From an optimization exercise on the open Yosys and OpenROAD flow, aimed at small area and a short achievable clock period; shortcuts taken in it are not production practice. The RTL was checked by simulation tests, not by an equivalence proof against the original design. The clock port is modelled as an ideal driver; clocking choices that lean on that would not hold on a real chip. Power is estimated from default activity; no workload was simulated.

==> flow/design.v (excerpt) <==
module mips_exec_stage
#(
  parameter logic [31:0] EXCEPT_VEC = 32'h8000_0000
)
(
  input  logic                  clk,
  input  logic                  rst_n,
  input  logic                  instr_valid,
  input  logic [WORD_W-1:0]     instr,
  input  logic [WORD_W-1:0]     rs_data,
  input  logic [WORD_W-1:0]     rt_data,
  input  logic [PC_W-1:0]       pc_crnt,
  input  logic [PC_W-1:0]       pc_next,
  input  logic                  cause_bd,
  input  logic                  exl,
  output logic                  greg_wen,
  output logic [REG_ADDR_W-1:0] greg_waddr,
  output logic [WORD_W-1:0]     greg_wdata,
  output logic                  pcreg_wen,
  output logic [PC_W-1:0]       pcreg_wdata,
  output logic                  exception,
  output logic                  cause_wen,
  output logic [3:0]            cause_excode,
  output logic                  epc_wen,
  output logic [WORD_W-1:0]     epc_data
);
Size: ~1500 cells after synthesis, roughly 73 flip-flops, about 11000 sq um of cells after synthesis.
export LEC_CHECK = 0
export CAP_MARGIN = 20
export CORE_MARGIN = 2
export CORE_UTILIZATION = 50
export PLACE_DENSITY = 0.75
export SETUP_SLACK_MARGIN = 3.0
export SLEW_MARGIN = 20
create_clock -name core_clock -period 8.0 [get_ports {clk}]
standard.sh (not shown) runs the stock make flow with config.mk's settings and CLKGATE_MAP_FILE= SYNTH_SCRIPT=/design/flow/synth_recipe.tcl, a recipe that flattens the netlist after the stock synthesis.
==> flow/flow/run.sh <==
#!/bin/bash
# The standard layout (standard.sh) with two changes:
#  - the port buffers are plain sky130_fd_sc_hd__buf_1 cells (BUFFER_PORTS_ARGS)
#  - ABC maps with flow/abc.script, ORFS's speed script without its final buffering and sizing (buffer -c, upsize -c, dnsize -c), which the layout's repair steps redo with placement information,
#    in place of ORFS's abc_speed.script
# Everything else, synthesis included, runs from an unchanged copy of ORFS's
# scripts folder, so the registers and their names are the standard ones.
# Tool output goes to standard.log here and to ORFS's logs under orfs/logs.
set -euo pipefail
here=$(pwd)
rm -rf "$here/scripts"
cp -r "$FLOW_HOME/scripts" "$here/scripts"
cp "$here/flow/abc.script" "$here/scripts/abc_speed.script"
sed -e "s#SYNTH_SCRIPT=#SCRIPTS_DIR=$here/scripts BUFFER_PORTS_ARGS='-buffer_cell sky130_fd_sc_hd__buf_1' SYNTH_SCRIPT=#" standard.sh > flow_standard.sh
grep -q "SCRIPTS_DIR=$here/scripts" flow_standard.sh
bash flow_standard.sh > standard.log 2>&1
==> flow/flow/abc.script <==
&get -n
&st
&dch
&nf
&st
&syn2
&if -g -K 6
&synch2
&nf
&st
&syn2
&if -g -K 6
&synch2
&nf
&st
&syn2
&if -g -K 6
&synch2
&nf
&st
&syn2
&if -g -K 6
&synch2
&nf
&st
&syn2
&if -g -K 6
&synch2
&nf
&put
topo
stime -c
Next try:
==> flow/flow/run.sh (replaced) <==
#!/bin/bash
set -e
echo "export BUFFER_PORTS_ARGS = -buffer_cell sky130_fd_sc_hd__buf_1" >> config.mk
export BUFFER_PORTS_ARGS="-buffer_cell sky130_fd_sc_hd__buf_1"
bash standard.sh > standard.log 2>&1
--- a/flow/config.mk
+++ b/flow/config.mk
@@ -7,0 +8 @@
+export ABC_AREA = 1
@@ -12 +13 @@
-export SETUP_SLACK_MARGIN = 3.0
+export SETUP_SLACK_MARGIN = 3.5
@@ -13,0 +15 @@
+export BUFFER_PORTS_ARGS = -buffer_cell sky130_fd_sc_hd__buf_1
removed: flow/flow/abc.script
Result: Die area grows by a few percent. Critical path depth does not change. Combinational power climbs by roughly a tenth.
Next try:
--- a/flow/config.mk
+++ b/flow/config.mk
@@ -8 +7,0 @@
-export ABC_AREA = 1
@@ -13 +12 @@
-export SETUP_SLACK_MARGIN = 3.5
+export SETUP_SLACK_MARGIN = 3.25
Area after synthesis is higher by 2.0%. First-iteration DRC count is lower by 15%. Worst setup slack loses 0.046 ns.
Next try:
--- a/flow/config.mk
+++ b/flow/config.mk
@@ -7,0 +8 @@
+export ABC_AREA = 1
Setup slack improves by 0.15 ns.
Non-clock buffer count drops by 41.
Via count came out higher by 7.5%.
Core utilization came out lower by 1.5 points.
Routed wire length goes down by 5.2%.
Next try:
==> flow/flow/run.sh (replaced) <==
#!/bin/bash
set -euo pipefail
here=$(pwd)
sed -e "s#SYNTH_SCRIPT=#BUFFER_PORTS_ARGS='-buffer_cell sky130_fd_sc_hd__buf_1' POST_CTS_TCL=$here/flow/post_cts.tcl SYNTH_SCRIPT=#" standard.sh > flow_standard.sh
grep -q "POST_CTS_TCL=$here/flow/post_cts.tcl" flow_standard.sh
bash flow_standard.sh > standard.log 2>&1
==> flow/flow/post_cts.tcl (new file) <==
# A second timing repair pass after CTS, with the same settings as the first,
# then legalise the placement again.
repair_timing_helper
detailed_placement
check_placement -verbose
--- a/flow/config.mk
+++ b/flow/config.mk
@@ -8 +7,0 @@
-export ABC_AREA = 1
@@ -13 +12 @@
-export SETUP_SLACK_MARGIN = 3.25
+export SETUP_SLACK_MARGIN = 3.0
@@ -15 +13,0 @@
-export BUFFER_PORTS_ARGS = -buffer_cell sky130_fd_sc_hd__buf_1
Effect: Routed wire length came out higher by a few percent. Die area increases slightly. Global-route usage climbs by 0.10 points. Utilization decreases by 2.2 points. Sequential share of layout area rose by 0.25 points. Total power barely changes. Setup slack got worse by 0.26 ns. Clock power fell by a few percent. Clock-buffer cell count is lower by 1. Hold slack got worse by 0.016 ns. Synthesized area rose by a few percent.

* * *

mips_exec_stage again, from the RTL that the note above started with.
==> flow/design.v (excerpt) <==
module mips_exec_stage
#(
  parameter logic [31:0] EXCEPT_VEC = 32'h8000_0000
)
(
  input  logic                  clk,
  input  logic                  rst_n,
  input  logic                  instr_valid,
  input  logic [WORD_W-1:0]     instr,
  input  logic [WORD_W-1:0]     rs_data,
  input  logic [WORD_W-1:0]     rt_data,
  input  logic [PC_W-1:0]       pc_crnt,
  input  logic [PC_W-1:0]       pc_next,
  input  logic                  cause_bd,
  input  logic                  exl,
  output logic                  greg_wen,
  output logic [REG_ADDR_W-1:0] greg_waddr,
  output logic [WORD_W-1:0]     greg_wdata,
  output logic                  pcreg_wen,
  output logic [PC_W-1:0]       pcreg_wdata,
  output logic                  exception,
  output logic                  cause_wen,
  output logic [3:0]            cause_excode,
  output logic                  epc_wen,
  output logic [WORD_W-1:0]     epc_data
);
  logic                  imm_op;
  logic                  imm_sext;
  logic                  sub;
  logic                  sh_var;
  logic                  sh_left;
  logic                  sh_arith;
  logic [1:0]            lop;
  logic                  sel_sum;
  logic                  sel_logic;
  logic                  sel_less;
  logic                  less_uns;
  logic                  sel_sll;
  ...
clock: 8.0 ns
lec_check: 0
cap_margin: 20
core_margin: 2
core_utilization: 50
place_density: 0.75
setup_slack_margin: 3.0
slew_margin: 20
tns_end_percent: 5
buffer_ports_args: -buffer_cell sky130_fd_sc_hd__buf_1
==> flow/flow/run.sh <==
#!/bin/bash
set -e
echo "export BUFFER_PORTS_ARGS = -buffer_cell sky130_fd_sc_hd__buf_1" >> config.mk
export BUFFER_PORTS_ARGS="-buffer_cell sky130_fd_sc_hd__buf_1"
bash standard.sh > standard.log 2>&1
Next try:
CORE_UTILIZATION = 40   (was 50)
TNS_END_PERCENT = unset   (was 5)
Result: Global-route usage goes down by 5.6 points; cell area grows by 1.6%; synthesized cell count does not change; synthesized area is unchanged; die area is higher by 24%.
Next try:
CORE_UTILIZATION = 50   (was 40)
GPL_ROUTABILITY_DRIVEN = 0   (was unset)
The new run finished with timing, DRC and antenna clean.
Wire length shrinks by roughly a tenth.
Via count rises slightly.
Non-clock buffer count came out lower by 10.
Design area went down by a few percent.
Next try:
ABC_AREA = 1   (was unset)
GPL_ROUTABILITY_DRIVEN = unset   (was 0)
Result: Total power is about the same; global-route usage grows by 4.2 points; combinational power shrinks by a few percent.

[static timing again, ports no longer ideal]
How much do the figures lean on ideal ports? The routed layouts below were timed once more, with nothing changed but the port constraints.
Step 1 (the two cells are an assumption about what drives the block):
set clk [get_ports {clk}]
set_driving_cell -lib_cell sky130_fd_sc_hd__clkbuf_16 $clk
set_driving_cell -lib_cell sky130_fd_sc_hd__buf_2 [delete_from_list [all_inputs] $clk]
Step 2, shift: input delay + t, output delay - t, t = (earliest + latest rising clock arrival at the registers) / 2. This alone moves slack from input paths to output paths.
Slacks: ideal / step 1 / step 2; pairs: ideal / step 1.
| run | t, ns | slack for setup (ns) | latest minus earliest clock arrival (ns) | slew at the worst register clock pin (ns) |
|---|---|---|---|---|
| the first run of note 1 | 0.402 | 2.980 / 3.007 / 2.604 | 0.018 / 0.017 | 0.07 / 0.07 |
| the second run of note 1 | 0.392 | 3.233 / 3.208 / 2.817 | 0.017 / 0.017 | 0.07 / 0.07 |
| the third run of note 1 | 0.407 | 3.187 / 3.090 / 2.683 | 0.012 / 0.012 | 0.07 / 0.07 |
| the fourth run of note 1 | 0.408 | 3.337 / 3.332 / 2.924 | 0.013 / 0.012 | 0.07 / 0.07 |
| the fifth run of note 1 | 0.410 | 3.076 / 3.084 / 2.674 | 0.017 / 0.016 | 0.08 / 0.08 |
| the first run of note 2 | 0.405 | 3.052 / 3.075 / 2.670 | 0.026 / 0.026 | 0.09 / 0.09 |
| the second run of note 2 | 0.406 | 3.064 / 3.081 / 2.675 | 0.018 / 0.018 | 0.07 / 0.07 |
| the third run of note 2 | 0.407 | 3.022 / 2.956 / 2.549 | 0.014 / 0.014 | 0.07 / 0.07 |
| the fourth run of note 2 | 0.398 | 3.070 / 3.091 / 2.693 | 0.011 / 0.012 | 0.07 / 0.07 |
After both steps setup and hold are still met in every run listed. For the third run of note 1, which loses most, drivers alone change the setup slack by -0.097 ns; drivers and shift together by -0.504 ns.
